From an optimization exercise on the open Yosys and OpenROAD flow, aimed at small area, a short achievable clock period and few clock cycles per item; shortcuts taken in it are not production practice. Power is estimated from default activity; no workload was simulated.

==> module cave5_line, before the edit <==
module cave5_line (
  input  wire logic [4:0][63:0]              rows,
  input  wire logic [63:0]                   wmask,
  input  wire logic                          row4_on,
  input  wire logic [63:0]                   inner,
  input  wire logic [cave5_pkg::NearW-1:0]   near_thr,
  input  wire logic [cave5_pkg::FarW-1:0]    far_lim,
  output logic      [63:0]                   res
);
  logic [67:0] l, m, u, v;
  logic [4:0]  k;
  assign k = ~far_lim;
  logic [6:1] uh;
  for (genvar j = 1; j <= 6; j++) begin : g_uh
    assign uh[j] = {k[4], k[3], k[2]} == 3'(8 - j);
  end
  assign {l[1:0], m[1:0], u[1:0], v[1:0]}         = '0;
  assign {l[67:66], m[67:66], u[67:66], v[67:66]} = '0;
  for (genvar x = 0; x < 64; x++) begin : g_col
    cave5_fa u_c3 (.a(rows[1][x]), .b(rows[2][x]), .c(rows[3][x]), .s(l[x+2]), .co(m[x+2]));
    cave5_uv u_uv (.a0(rows[0][x]), .a4(rows[4][x]), .on(row4_on), .u(u[x+2]), .v(v[x+2]));
  end
  assign res[0]  = rows[2][0] & wmask[0];
  assign res[63] = rows[2][63] & wmask[63];
  for (genvar x = 1; x < 63; x++) begin : g_cell
    logic n0, a1, b1, c2;
    logic u0, u1, v1, v2;
    logic x0, x1, h1;
    logic y1, y2, z1, z2, w1, w2, h2;
    logic p2, p3, over_x, over_y;
    logic [3:0] near_cnt;
    logic near_ok;
    cave5_fa u_nl (.a(l[x+1]), .b(l[x+2]), .c(l[x+3]), .s(n0), .co(a1));
    cave5_fa u_nm (.a(m[x+1]), .b(m[x+2]), .c(m[x+3]), .s(b1), .co(c2));
    assign near_cnt = {c2 & a1 & b1, c2 ^ (a1 & b1), a1 ^ b1, n0};
    assign near_ok  = cave5_pkg::uge({1'b0, near_cnt}, {1'b0, near_thr});
    cave5_fa u_u  (.a(u[x+1]), .b(u[x+2]), .c(u[x+3]), .s(u0), .co(u1));
    cave5_fa u_v  (.a(v[x+1]), .b(v[x+2]), .c(v[x+3]), .s(v1), .co(v2));
    cave5_fa u_x  (.a(l[x]), .b(l[x+4]), .c(k[0]), .s(x0), .co(x1));
    assign h1 = (n0 & u0) | (n0 & x0) | (u0 & x0);
    cave5_fa u_y  (.a(m[x]), .b(m[x+4]), .c(k[1]), .s(y1), .co(y2));
    cave5_fa u_z  (.a(a1), .b(b1), .c(u1), .s(z1), .co(z2));
    cave5_fa u_w  (.a(v1), .b(x1), .c(y1), .s(w1), .co(w2));
    assign h2 = (z1 & w1) | (z1 & h1) | (w1 & h1);
    cave5_fa u_p  (.a(c2), .b(v2), .c(y2), .s(p2), .co(p3));
    cave5_xy u_xy (.p2(p2), .z2(z2), .w2(w2), .p3(p3), .u(uh), .x(over_x), .y(over_y));
    cave5_fin u_fin (.x(over_x), .y(over_y), .h2(h2),
                     .keep(inner[x] | (rows[2][x] & wmask[x])), .kill(inner[x] & !near_ok),
                     .res(res[x]));
  end
endmodule
==> module cave5_xy, before the edit <==
module cave5_xy (
  input  wire logic       p2,
  input  wire logic       z2,
  input  wire logic       w2,
  input  wire logic       p3,
  input  wire logic [6:1] u,
  output logic            x,
  output logic            y
);
  logic [3:1] e;    
  cave5_thr3 u_e (.a(p2), .b(z2), .c(w2), .e(e));
  assign x = p3 ? ((u[1] | u[2]) | (u[3] & e[1]) | (u[4] & e[2]) | (u[5] & e[3]))
                : ((u[1] & e[1]) | (u[2] & e[2]) | (u[3] & e[3]));
  assign y = p3 ? ((u[1] | u[2] | u[3]) | (u[4] & e[1]) | (u[5] & e[2]) | (u[6] & e[3]))
                : (u[1] | (u[2] & e[1]) | (u[3] & e[2]) | (u[4] & e[3]));
endmodule
==> module cave5_fin, before the edit <==
module cave5_fin (
  input  wire logic x,
  input  wire logic y,
  input  wire logic h2,
  input  wire logic keep,
  input  wire logic kill,
  output logic      res
);
  assign res = keep & !(kill & (x | (h2 & y)));
endmodule
make LEC_CHECK=0 ABC_CLOCK_PERIOD_IN_PS=3000 CAP_MARGIN=20 CORE_MARGIN=2 CORE_UTILIZATION=55 SETUP_SLACK_MARGIN=4.8 SLEW_MARGIN=20 SYNTH_HIERARCHICAL=1 SYNTH_MINIMUM_KEEP_SIZE=0 finish   # period 8.0 ns
run.sh (not shown) runs the stock make flow with config.mk's settings and CLKGATE_MAP_FILE= SYNTH_SCRIPT=/design/flow/synth_recipe.tcl, a recipe that flattens the netlist after the stock synthesis.
Edit:
--- a/flow/design.v
+++ b/flow/design.v
@@ -138,11 +138,12 @@
   for (genvar x = 1; x < 63; x++) begin : g_cell
     logic n0, a1, b1, c2;
     logic u0, u1, v1, v2;
     logic x0, x1, h1;
     logic y1, y2, z1, z2, w1, w2, h2;
-    logic p2, p3, over_x, over_y;
+    logic p2, p3, xa, xb, ya, yb;
+    logic [3:1] e;
     logic [3:0] near_cnt;
     logic near_ok;
     cave5_fa u_nl (.a(l[x+1]), .b(l[x+2]), .c(l[x+3]), .s(n0), .co(a1));
     cave5_fa u_nm (.a(m[x+1]), .b(m[x+2]), .c(m[x+3]), .s(b1), .co(c2));
     assign near_cnt = {c2 & a1 & b1, c2 ^ (a1 & b1), a1 ^ b1, n0};
@@ -154,31 +155,29 @@
     cave5_fa u_y  (.a(m[x]), .b(m[x+4]), .c(k[1]), .s(y1), .co(y2));
     cave5_fa u_z  (.a(a1), .b(b1), .c(u1), .s(z1), .co(z2));
     cave5_fa u_w  (.a(v1), .b(x1), .c(y1), .s(w1), .co(w2));
     assign h2 = (z1 & w1) | (z1 & h1) | (w1 & h1);
     cave5_fa u_p  (.a(c2), .b(v2), .c(y2), .s(p2), .co(p3));
-    cave5_xy u_xy (.p2(p2), .z2(z2), .w2(w2), .p3(p3), .u(uh), .x(over_x), .y(over_y));
-    cave5_fin u_fin (.x(over_x), .y(over_y), .h2(h2),
+    cave5_thr3 u_e (.a(p2), .b(z2), .c(w2), .e(e));
+    cave5_sel u_sel (.e(e), .u(uh), .xa(xa), .xb(xb), .ya(ya), .yb(yb));
+    cave5_fin u_fin (.xa(xa), .xb(xb), .ya(ya), .yb(yb), .p3(p3), .h2(h2),
                      .keep(inner[x] | (rows[2][x] & wmask[x])), .kill(inner[x] & !near_ok),
                      .res(res[x]));
   end
 endmodule
-module cave5_xy (
-  input  wire logic       p2,
-  input  wire logic       z2,
-  input  wire logic       w2,
-  input  wire logic       p3,
+module cave5_sel (
+  input  wire logic [3:1] e,
   input  wire logic [6:1] u,
-  output logic            x,
-  output logic            y
+  output logic            xa,
+  output logic            xb,
+  output logic            ya,
+  output logic            yb
 );
-  logic [3:1] e;    
-  cave5_thr3 u_e (.a(p2), .b(z2), .c(w2), .e(e));
-  assign x = p3 ? ((u[1] | u[2]) | (u[3] & e[1]) | (u[4] & e[2]) | (u[5] & e[3]))
-                : ((u[1] & e[1]) | (u[2] & e[2]) | (u[3] & e[3]));
-  assign y = p3 ? ((u[1] | u[2] | u[3]) | (u[4] & e[1]) | (u[5] & e[2]) | (u[6] & e[3]))
-                : (u[1] | (u[2] & e[1]) | (u[3] & e[2]) | (u[4] & e[3]));
+  assign xb = (u[1] & e[1]) | (u[2] & e[2]) | (u[3] & e[3]);
+  assign xa = u[1] | u[2] | (u[3] & e[1]) | (u[4] & e[2]) | (u[5] & e[3]);
+  assign yb = u[1] | (u[2] & e[1]) | (u[3] & e[2]) | (u[4] & e[3]);
+  assign ya = u[1] | u[2] | u[3] | (u[4] & e[1]) | (u[5] & e[2]) | (u[6] & e[3]);
 endmodule
 module cave5_thr3 (
   input  wire logic       a,
   input  wire logic       b,
   input  wire logic       c,
@@ -187,18 +186,23 @@
   assign e[1] = a | b | c;
   assign e[2] = (a & b) | (a & c) | (b & c);
   assign e[3] = a & b & c;
 endmodule
 module cave5_fin (
-  input  wire logic x,
-  input  wire logic y,
+  input  wire logic xa,
+  input  wire logic xb,
+  input  wire logic ya,
+  input  wire logic yb,
+  input  wire logic p3,
   input  wire logic h2,
   input  wire logic keep,
   input  wire logic kill,
   output logic      res
 );
-  assign res = keep & !(kill & (x | (h2 & y)));
+  logic over;
+  assign over = p3 ? (xa | (h2 & ya)) : (xb | (h2 & yb));
+  assign res  = keep & !(kill & over);
 endmodule
 module cave5_uv (
   input  wire logic a0,
   input  wire logic a4,
   input  wire logic on,
=>
- The changed run completed with no timing, DRC or antenna violations
- worst setup slack got worse by 50 ps
- die area barely changes
- clock skew is higher by 4.7 ps
- design area is lower by 1.3%
- total power is lower by 3.7%
- first-iteration DRC count is higher by 10%
- final cell count is higher by 2.2%
- combinational power stays flat
Function was not checked in any run of this note: the RTL went through the layout flow alone.

separate check: timing with driven ports:
The flow's constraints put no driver on any port. The routed layouts listed below were extracted and timed again, unchanged, in two steps. Step 1: set_driving_cell puts a clkbuf_16 on clk and a buf_2 on each other input, an assumption about the parent block. Step 2, shift: input delay + t, output delay - t, t = (earliest + latest rising clock arrival at the registers) / 2. This alone moves slack from input paths to output paths. Slacks: no drivers / after step 1 / after step 2; pairs: no drivers / after step 1.
| run | t (ns) | setup slack, ns | latest minus earliest clock arrival (ns) | slew at the worst register clock pin (ns) | worst data-port slew with drivers (ns) |
|---|---|---|---|---|---|
| the first run | 0.723 | 4.440 / 4.440 / 4.155 | 0.034 / 0.034 | 0.07 / 0.07 | 0.08 |
| the second run | 0.735 | 4.390 / 4.390 / 4.145 | 0.036 / 0.036 | 0.07 / 0.07 | 0.15 |
After both steps setup and hold are still met in every run listed. The setup slack of the first run, which loses most, moves by 0.000 ns with the drivers and by -0.285 ns with both steps.
